What follows belongs to an exercise in optimizing a design on an open flow for small area; a production flow would make more cautious choices. In this exercise RTL edits were held to simulation tests only and were not proved equivalent to the original. Power and IR drop assume default switching activity.

==> flow/design.v <==
package laser_log_pkg;
	typedef struct packed {
		logic signed [16-1:0] adc0;
		logic signed [16-1:0] adc1;
	} adc_sample_t;
	typedef struct packed {
		logic                   wr;    
		logic [16-1:0] data;  
	} fifo_wr_t;
	typedef struct packed {
		logic [16-3-1:0] dropped;  
		logic [3-1:0]             din;
	} status_t;
	typedef struct packed {
		logic [16-1:0]  diff;    
		logic [16-1:0]  adc1;    
		logic [16-1:0]  adc0;    
		status_t                status;  
		logic [16-1:0] seq_hi;  
		logic [16-1:0] seq_lo;  
	} frame_fields_t;
	typedef union packed {
		logic [6-1:0][16-1:0] words;
		frame_fields_t                                 fields;
	} log_frame_u;
endpackage
`timescale 1ns/1ps
module ext_clk_conditioner (
	input  logic clk1,
	input  logic arst_n,
	input  logic ext_clk_pin,  
	output logic ext_tick      
);
	localparam int SYNC = 4;
	logic [SYNC-1:0] sync_q;  
	logic            fall_q;  
	always_ff @(posedge clk1 or negedge arst_n) begin
		if (!arst_n) begin
			sync_q   <= '0;
			fall_q   <= 1'b0;
			ext_tick <= 1'b0;
		end else begin
			sync_q   <= {sync_q[SYNC-2:0], ext_clk_pin};  
			fall_q   <= sync_q[SYNC-1] & ~sync_q[SYNC-2];  
			ext_tick <= fall_q;
		end
	end
endmodule
`timescale 1ns/1ps
module frame_logger #(
	parameter int DEPTH = 64  
) (
	input  logic                          clk1,
	input  logic                          arst_n,
	input  logic                          ext_tick,
	input  logic [3-1:0]         din,
	input  laser_log_pkg::adc_sample_t    adc,
	input  logic                          room,     
	output logic                          start,    
	output logic [3*16-1:0]      rec,      
	output logic [2:0]                    wleft     
);
	localparam int NWORDS = 6;
	localparam int DROP_W = 16 - 3;
	logic [3-1:0] din_q;    
	logic [DROP_W-1:0]     dropped;  
	logic [2:0]            wcnt;     
	logic                  busy;
	logic                  skip;
	assign busy  = (wcnt != 3'd0);
	assign start = ext_tick & ~busy & room;
	assign skip  = ext_tick & ~start;
	assign wleft = wcnt;
	assign rec   = {dropped, din_q, adc.adc0, adc.adc1};
	always_ff @(posedge clk1)
		din_q <= din;
	always_ff @(posedge clk1 or negedge arst_n) begin
		if (!arst_n) begin
			dropped <= '0;
			wcnt    <= '0;
		end else begin
			dropped <= dropped + DROP_W'(skip && dropped != '1);  
			if (start)
				wcnt <= 3'(NWORDS);
			else if (busy)
				wcnt <= wcnt - 1'b1;
		end
	end
endmodule
`timescale 1ns/1ps
module word_fifo #(
	parameter int DEPTH = 64
) (
	input  logic                       clk1,
	input  logic                       arst_n,
	input  logic                       start,   
	input  logic [3*16-1:0]   rec,
	input  logic [2:0]                 wleft,   
	input  logic                       pop,     
	output logic [16-1:0]     shown,   
	output logic                       empty,
	output logic                       room     
);
	localparam int W     = 16;
	localparam int RW    = 3 * W;
	logic [RW-1:0]    ring [3][3];
	logic [RW-1:0]    stage_q;   
	logic             stage_v;
	logic [RW-1:0]    head_q;    
	logic             head_v;
	logic [1:0]       phase;     
	logic [1:0]       w_cls, w_slot;  
	logic [1:0]       r_cls, r_slot;  
	logic             ring_full;  
	logic             ring_any;   
	logic [2:0]       rd_idx;    
	logic [2*W-1:0]   rd_seq;    
	logic [3:0]       live;      
	logic             pull;
	logic             last;      
	logic             want;      
	logic             take_st;   
	logic             take_rg;   
	logic             ins;       
	logic [RW-1:0]    tap;
	assign empty = (live == 4'd0) | ((live == 4'd1) & (4'(rd_idx) + 4'(wleft) == 4'd6));
	assign room  = (live <= 4'((DEPTH - 6) / 6)) |
	               ((live == 4'((DEPTH - 6) / 6 + 1)) & (rd_idx >= 3'(6 - (DEPTH - 6) % 6)));  
	assign pull  = pop & ~empty;
	assign last  = pull & (rd_idx == 3'd5);
	assign ring_any = ring_full | (w_cls != r_cls) | (w_slot != r_slot);
	assign want     = ~head_v;
	assign take_rg  = want & ring_any & (phase == r_slot);
	assign take_st  = want & ~ring_any & stage_v;
	assign ins      = stage_v & ~take_st & (~ring_full | take_rg) & (phase == w_slot);
	assign tap = ({RW{take_st}} & stage_q) |
	             ({RW{take_rg & (r_cls == 2'd0)}} & ring[0][0]) |
	             ({RW{take_rg & (r_cls == 2'd1)}} & ring[1][0]) |
	             ({RW{take_rg & (r_cls == 2'd2)}} & ring[2][0]);
	assign shown = ({W{rd_idx == 3'd1}} & rd_seq[W-1:0]) |
	               ({W{rd_idx == 3'd2}} & rd_seq[2*W-1:W]) |
	               ({W{rd_idx == 3'd3}} & head_q[3*W-1:2*W]) |
	               ({W{rd_idx == 3'd4}} & head_q[2*W-1:W]) |
	               ({W{rd_idx == 3'd5}} & head_q[W-1:0]) |
	               ({W{rd_idx == 3'd0}} & (head_q[2*W-1:W] - head_q[W-1:0]));
	always_ff @(posedge clk1) begin
		for (int r = 0; r < 3; r++) begin
			ring[r][0] <= ring[r][1];
			ring[r][1] <= ring[r][2];
			ring[r][2] <= (ins && w_cls == 2'(r)) ? stage_q : ring[r][0];
		end
		if (start)
			stage_q <= rec;
		if (take_st || take_rg)
			head_q <= tap;
	end
	always_ff @(posedge clk1 or negedge arst_n) begin
		if (!arst_n) begin
			phase   <= '0;
			stage_v <= 1'b0;
			head_v  <= 1'b0;
			w_cls   <= '0;
			w_slot  <= '0;
			r_cls   <= '0;
			r_slot  <= '0;
			ring_full <= 1'b0;
			rd_idx  <= '0;
			rd_seq  <= '0;
			live    <= '0;
		end else begin
			phase <= ((phase == 2'd2) ? 2'd0 : phase + 2'd1);
			if (start)
				stage_v <= 1'b1;
			else if (ins || take_st)
				stage_v <= 1'b0;
			if (ins || take_st) begin
				w_cls <= ((w_cls == 2'd2) ? 2'd0 : w_cls + 2'd1);
				if (w_cls == 2'd2)
					w_slot <= ((w_slot == 2'd2) ? 2'd0 : w_slot + 2'd1);
			end
			if (take_rg || take_st) begin
				r_cls <= ((r_cls == 2'd2) ? 2'd0 : r_cls + 2'd1);
				if (r_cls == 2'd2)
					r_slot <= ((r_slot == 2'd2) ? 2'd0 : r_slot + 2'd1);
			end
			if (take_rg || take_st)
				head_v <= 1'b1;
			else if (last)
				head_v <= 1'b0;
			if (take_rg && !ins)
				ring_full <= 1'b0;
			else if (ins && !take_rg)
				ring_full <= ({((w_cls == 2'd2) ? ((w_slot == 2'd2) ? 2'd0 : w_slot + 2'd1) : w_slot),
				               ((w_cls == 2'd2) ? 2'd0 : w_cls + 2'd1)} == {r_slot, r_cls});
			rd_seq <= rd_seq + (2*W)'(last);
			if (last)
				rd_idx <= '0;
			else
				rd_idx <= rd_idx + 3'(pull);
			live <= live + {{3{last & ~start}}, start ^ last};  
		end
	end
endmodule
`timescale 1ns/1ps
module host_pipe_port (
	input  logic                   clk1,
	input  logic                   arst_n,
	input  logic                   pipe_read,      
	input  logic [16-1:0] shown,          
	input  logic                   empty,
	output logic                   pop,
	output logic [16-1:0] pipe_data,
	output logic                   pipe_valid,     
	output logic                   pipe_empty,
	output logic                   pipe_underrun   
);
	assign pop        = pipe_read & ~empty;  
	assign pipe_empty = empty;
	assign pipe_data  = shown;  
	always_ff @(posedge clk1 or negedge arst_n) begin
		if (!arst_n) begin
			pipe_valid    <= 1'b0;
			pipe_underrun <= 1'b0;
		end else begin
			pipe_valid <= pop;  
			if (pipe_read && empty)
				pipe_underrun <= 1'b1;
		end
	end
endmodule
`timescale 1ns/1ps
module laser_log_top #(
	parameter int DEPTH = 64
) (
	input  logic                       clk1,
	input  logic                       arst_n,
	input  logic                       ext_clk_pin,
	input  logic [3-1:0]      din,
	input  logic [2*16-1:0]    adc,            
	input  logic                       pipe_read,
	output logic [16-1:0]     pipe_data,
	output logic                       pipe_valid,
	output logic                       pipe_empty,
	output logic                       pipe_underrun
);
	logic                       ext_tick;
	logic                       start;
	logic [3*16-1:0]   rec;
	logic [2:0]                 wleft;
	logic                       room;
	logic [16-1:0]     shown;
	logic                       empty;
	logic                       pop;
	laser_log_pkg::adc_sample_t adc_s;
	assign adc_s = adc;
	ext_clk_conditioner u_ext_clk (
		.clk1        (clk1),
		.arst_n      (arst_n),
		.ext_clk_pin (ext_clk_pin),
		.ext_tick    (ext_tick)
	);
	frame_logger #(.DEPTH(DEPTH)) u_logger (
		.clk1     (clk1),
		.arst_n   (arst_n),
		.ext_tick (ext_tick),
		.din      (din),
		.adc      (adc_s),
		.room     (room),
		.start    (start),
		.rec      (rec),
		.wleft    (wleft)
	);
	word_fifo #(.DEPTH(DEPTH)) u_fifo (
		.clk1   (clk1),
		.arst_n (arst_n),
		.start  (start),
		.rec    (rec),
		.wleft  (wleft),
		.pop    (pop),
		.shown  (shown),
		.empty  (empty),
		.room   (room)
	);
	host_pipe_port u_pipe (
		.clk1          (clk1),
		.arst_n        (arst_n),
		.pipe_read     (pipe_read),
		.shown         (shown),
		.empty         (empty),
		.pop           (pop),
		.pipe_data     (pipe_data),
		.pipe_valid    (pipe_valid),
		.pipe_empty    (pipe_empty),
		.pipe_underrun (pipe_underrun)
	);
endmodule
clock: 8.0 ns
lec_check: 0
cap_margin: 20
core_margin: 2
core_utilization: 65
slew_margin: 20
standard.sh (not shown) runs the stock make flow with config.mk's settings and CLKGATE_MAP_FILE= SYNTH_SCRIPT=/design/flow/synth_recipe.tcl, a recipe that flattens the netlist after the stock synthesis.
==> flow/flow/run.sh <==
#!/bin/bash
# The standard layout (standard.sh) with three changes:
#  - synthesis maps logic with an area-oriented ABC script (flow/synth.tcl);
#  - clock tree synthesis inserts no dummy loads and clusters up to 10 flops
#    under clkbuf_4 leaf buffers;
#  - the port buffers are plain buf_1 cells.
# make's full output goes to make.log, each step's log to orfs/logs/.
set -euo pipefail
export FLOW_SYNTH_TCL="$PWD/synth_recipe.tcl"
export AREA_ABC_SCRIPT="$PWD/flow/area.abc"
bash standard.sh finish \
	"SYNTH_SCRIPT=$PWD/flow/synth.tcl" \
	"CTS_ARGS=-sink_clustering_enable -repair_clock_nets -dont_use_dummy_load -sink_clustering_size 10 -sink_clustering_max_diameter 60 -buf_list sky130_fd_sc_hd__clkbuf_4" \
	"BUFFER_PORTS_ARGS=-inputs -outputs -buffer_cell sky130_fd_sc_hd__buf_1" \
	> make.log 2>&1
==> flow/flow/area.abc <==
strash
dc2
dc2
dch -f
amap -A 20 -F 4
topo
==> flow/flow/synth.tcl <==
# The standard synthesis script, with ABC's technology mapping run on an
# area script (flow/area.abc) in place of ORFS's speed script. Registers are
# mapped before ABC runs, so they keep the standard synthesis's names and cells.
proc abc {args} {
	set i [lsearch -exact $args -script]
	if {$i >= 0} {
		set args [lreplace $args [expr {$i + 1}] [expr {$i + 1}] $::env(AREA_ABC_SCRIPT)]
	}
	yosys abc {*}$args
}
source $::env(FLOW_SYNTH_TCL)
Edit:
--- a/flow/design.v
+++ b/flow/design.v
@@ -52,28 +52,31 @@
 ) (
 	input  logic                          clk1,
 	input  logic                          arst_n,
 	input  logic                          ext_tick,
 	input  logic [3-1:0]         din,
 	input  laser_log_pkg::adc_sample_t    adc,
-	input  logic                          room,     
+	input  logic [$clog2(DEPTH):0]        level,    
 	output logic                          start,    
 	output logic [3*16-1:0]      rec,      
-	output logic [2:0]                    wleft     
-);
+	output logic                          wr        
+);
+	localparam int CNT_W  = $clog2(DEPTH) + 1;
 	localparam int NWORDS = 6;
 	localparam int DROP_W = 16 - 3;
 	logic [3-1:0] din_q;    
 	logic [DROP_W-1:0]     dropped;  
 	logic [2:0]            wcnt;     
 	logic                  busy;
+	logic                  room;
 	logic                  skip;
 	assign busy  = (wcnt != 3'd0);
+	assign room  = (level <= CNT_W'(DEPTH - NWORDS));
 	assign start = ext_tick & ~busy & room;
 	assign skip  = ext_tick & ~start;
-	assign wleft = wcnt;
+	assign wr    = busy;
 	assign rec   = {dropped, din_q, adc.adc0, adc.adc1};
 	always_ff @(posedge clk1)
 		din_q <= din;
 	always_ff @(posedge clk1 or negedge arst_n) begin
 		if (!arst_n) begin
 			dropped <= '0;
@@ -92,18 +95,19 @@
 	parameter int DEPTH = 64
 ) (
 	input  logic                       clk1,
 	input  logic                       arst_n,
 	input  logic                       start,   
 	input  logic [3*16-1:0]   rec,
-	input  logic [2:0]                 wleft,   
+	input  logic                       wr,      
 	input  logic                       pop,     
 	output logic [16-1:0]     shown,   
 	output logic                       empty,
-	output logic                       room     
-);
+	output logic [$clog2(DEPTH):0]     level    
+);
+	localparam int CNT_W = $clog2(DEPTH) + 1;
 	localparam int W     = 16;
 	localparam int RW    = 3 * W;
 	logic [RW-1:0]    ring [3][3];
 	logic [RW-1:0]    stage_q;   
 	logic             stage_v;
 	logic [RW-1:0]    head_q;    
@@ -112,23 +116,22 @@
 	logic [1:0]       w_cls, w_slot;  
 	logic [1:0]       r_cls, r_slot;  
 	logic             ring_full;  
 	logic             ring_any;   
 	logic [2:0]       rd_idx;    
 	logic [2*W-1:0]   rd_seq;    
-	logic [3:0]       live;      
+	logic [CNT_W-1:0] count;
 	logic             pull;
 	logic             last;      
 	logic             want;      
 	logic             take_st;   
 	logic             take_rg;   
 	logic             ins;       
 	logic [RW-1:0]    tap;
-	assign empty = (live == 4'd0) | ((live == 4'd1) & (4'(rd_idx) + 4'(wleft) == 4'd6));
-	assign room  = (live <= 4'((DEPTH - 6) / 6)) |
-	               ((live == 4'((DEPTH - 6) / 6 + 1)) & (rd_idx >= 3'(6 - (DEPTH - 6) % 6)));  
+	assign empty = (count == '0);
+	assign level = count;
 	assign pull  = pop & ~empty;
 	assign last  = pull & (rd_idx == 3'd5);
 	assign ring_any = ring_full | (w_cls != r_cls) | (w_slot != r_slot);
 	assign want     = ~head_v;
 	assign take_rg  = want & ring_any & (phase == r_slot);
 	assign take_st  = want & ~ring_any & stage_v;
@@ -163,13 +166,13 @@
 			w_slot  <= '0;
 			r_cls   <= '0;
 			r_slot  <= '0;
 			ring_full <= 1'b0;
 			rd_idx  <= '0;
 			rd_seq  <= '0;
-			live    <= '0;
+			count   <= '0;
 		end else begin
 			phase <= ((phase == 2'd2) ? 2'd0 : phase + 2'd1);
 			if (start)
 				stage_v <= 1'b1;
 			else if (ins || take_st)
 				stage_v <= 1'b0;
@@ -194,13 +197,13 @@
 				               ((w_cls == 2'd2) ? 2'd0 : w_cls + 2'd1)} == {r_slot, r_cls});
 			rd_seq <= rd_seq + (2*W)'(last);
 			if (last)
 				rd_idx <= '0;
 			else
 				rd_idx <= rd_idx + 3'(pull);
-			live <= live + {{3{last & ~start}}, start ^ last};  
+			count <= count + {{(CNT_W-1){pull & ~wr}}, wr ^ pull};  
 		end
 	end
 endmodule
 `timescale 1ns/1ps
 module host_pipe_port (
 	input  logic                   clk1,
@@ -243,14 +246,14 @@
 	output logic                       pipe_empty,
 	output logic                       pipe_underrun
 );
 	logic                       ext_tick;
 	logic                       start;
 	logic [3*16-1:0]   rec;
-	logic [2:0]                 wleft;
-	logic                       room;
+	logic                       wr;
+	logic [$clog2(DEPTH):0]     level;
 	logic [16-1:0]     shown;
 	logic                       empty;
 	logic                       pop;
 	laser_log_pkg::adc_sample_t adc_s;
 	assign adc_s = adc;
 	ext_clk_conditioner u_ext_clk (
@@ -262,27 +265,27 @@
 	frame_logger #(.DEPTH(DEPTH)) u_logger (
 		.clk1     (clk1),
 		.arst_n   (arst_n),
 		.ext_tick (ext_tick),
 		.din      (din),
 		.adc      (adc_s),
-		.room     (room),
+		.level    (level),
 		.start    (start),
 		.rec      (rec),
-		.wleft    (wleft)
+		.wr       (wr)
 	);
 	word_fifo #(.DEPTH(DEPTH)) u_fifo (
 		.clk1   (clk1),
 		.arst_n (arst_n),
 		.start  (start),
 		.rec    (rec),
-		.wleft  (wleft),
+		.wr     (wr),
 		.pop    (pop),
 		.shown  (shown),
 		.empty  (empty),
-		.room   (room)
+		.level  (level)
 	);
 	host_pipe_port u_pipe (
 		.clk1          (clk1),
 		.arst_n        (arst_n),
 		.pipe_read     (pipe_read),
 		.shown         (shown),
What happened: The changed run completed with no timing, DRC or antenna violations; synthesized cell count went up by 1.2%; total power went up by 5.6%; global-route usage is lower by 0.13 points; final area hardly moves; first-iteration DRC count fell by 4.1%; final cell count is higher by 0.90%; sequential power climbs by about 5%; routed wire length goes down by 0.73%; synthesized area went up by 0.36%; die area came out higher by 0.36%; maximum frequency goes up by 9.0%.

==> afterwards: timing with drivers on the ports <==
How much do the figures lean on ideal ports? The routed layouts below were timed once more, with nothing changed but the port constraints. Step 1 assumes that a clkbuf_16 drives the clock port and a buf_2 every other input. Step 2 times the ports against the registers' clock, not the clock port: input delays grow and output delays shrink by t, the midpoint of the rising clock arrivals with the driver on. Slacks: no drivers / after step 1 / after step 2; pairs: no drivers / after step 1.
| run | t (ns) | setup WS [ns] | worst slew at a driven data input, ns |
|---|---|---|---|
| the first run | 0.712 | 0.987 / 0.987 / 0.839 | 0.04 |
| the second run | 0.729 | 1.568 / 1.568 / 0.938 | 0.04 |
After both steps setup and hold are still met in every run listed. For the second run, which loses most, drivers alone change the setup slack by 0.000 ns; drivers and shift together by -0.630 ns.
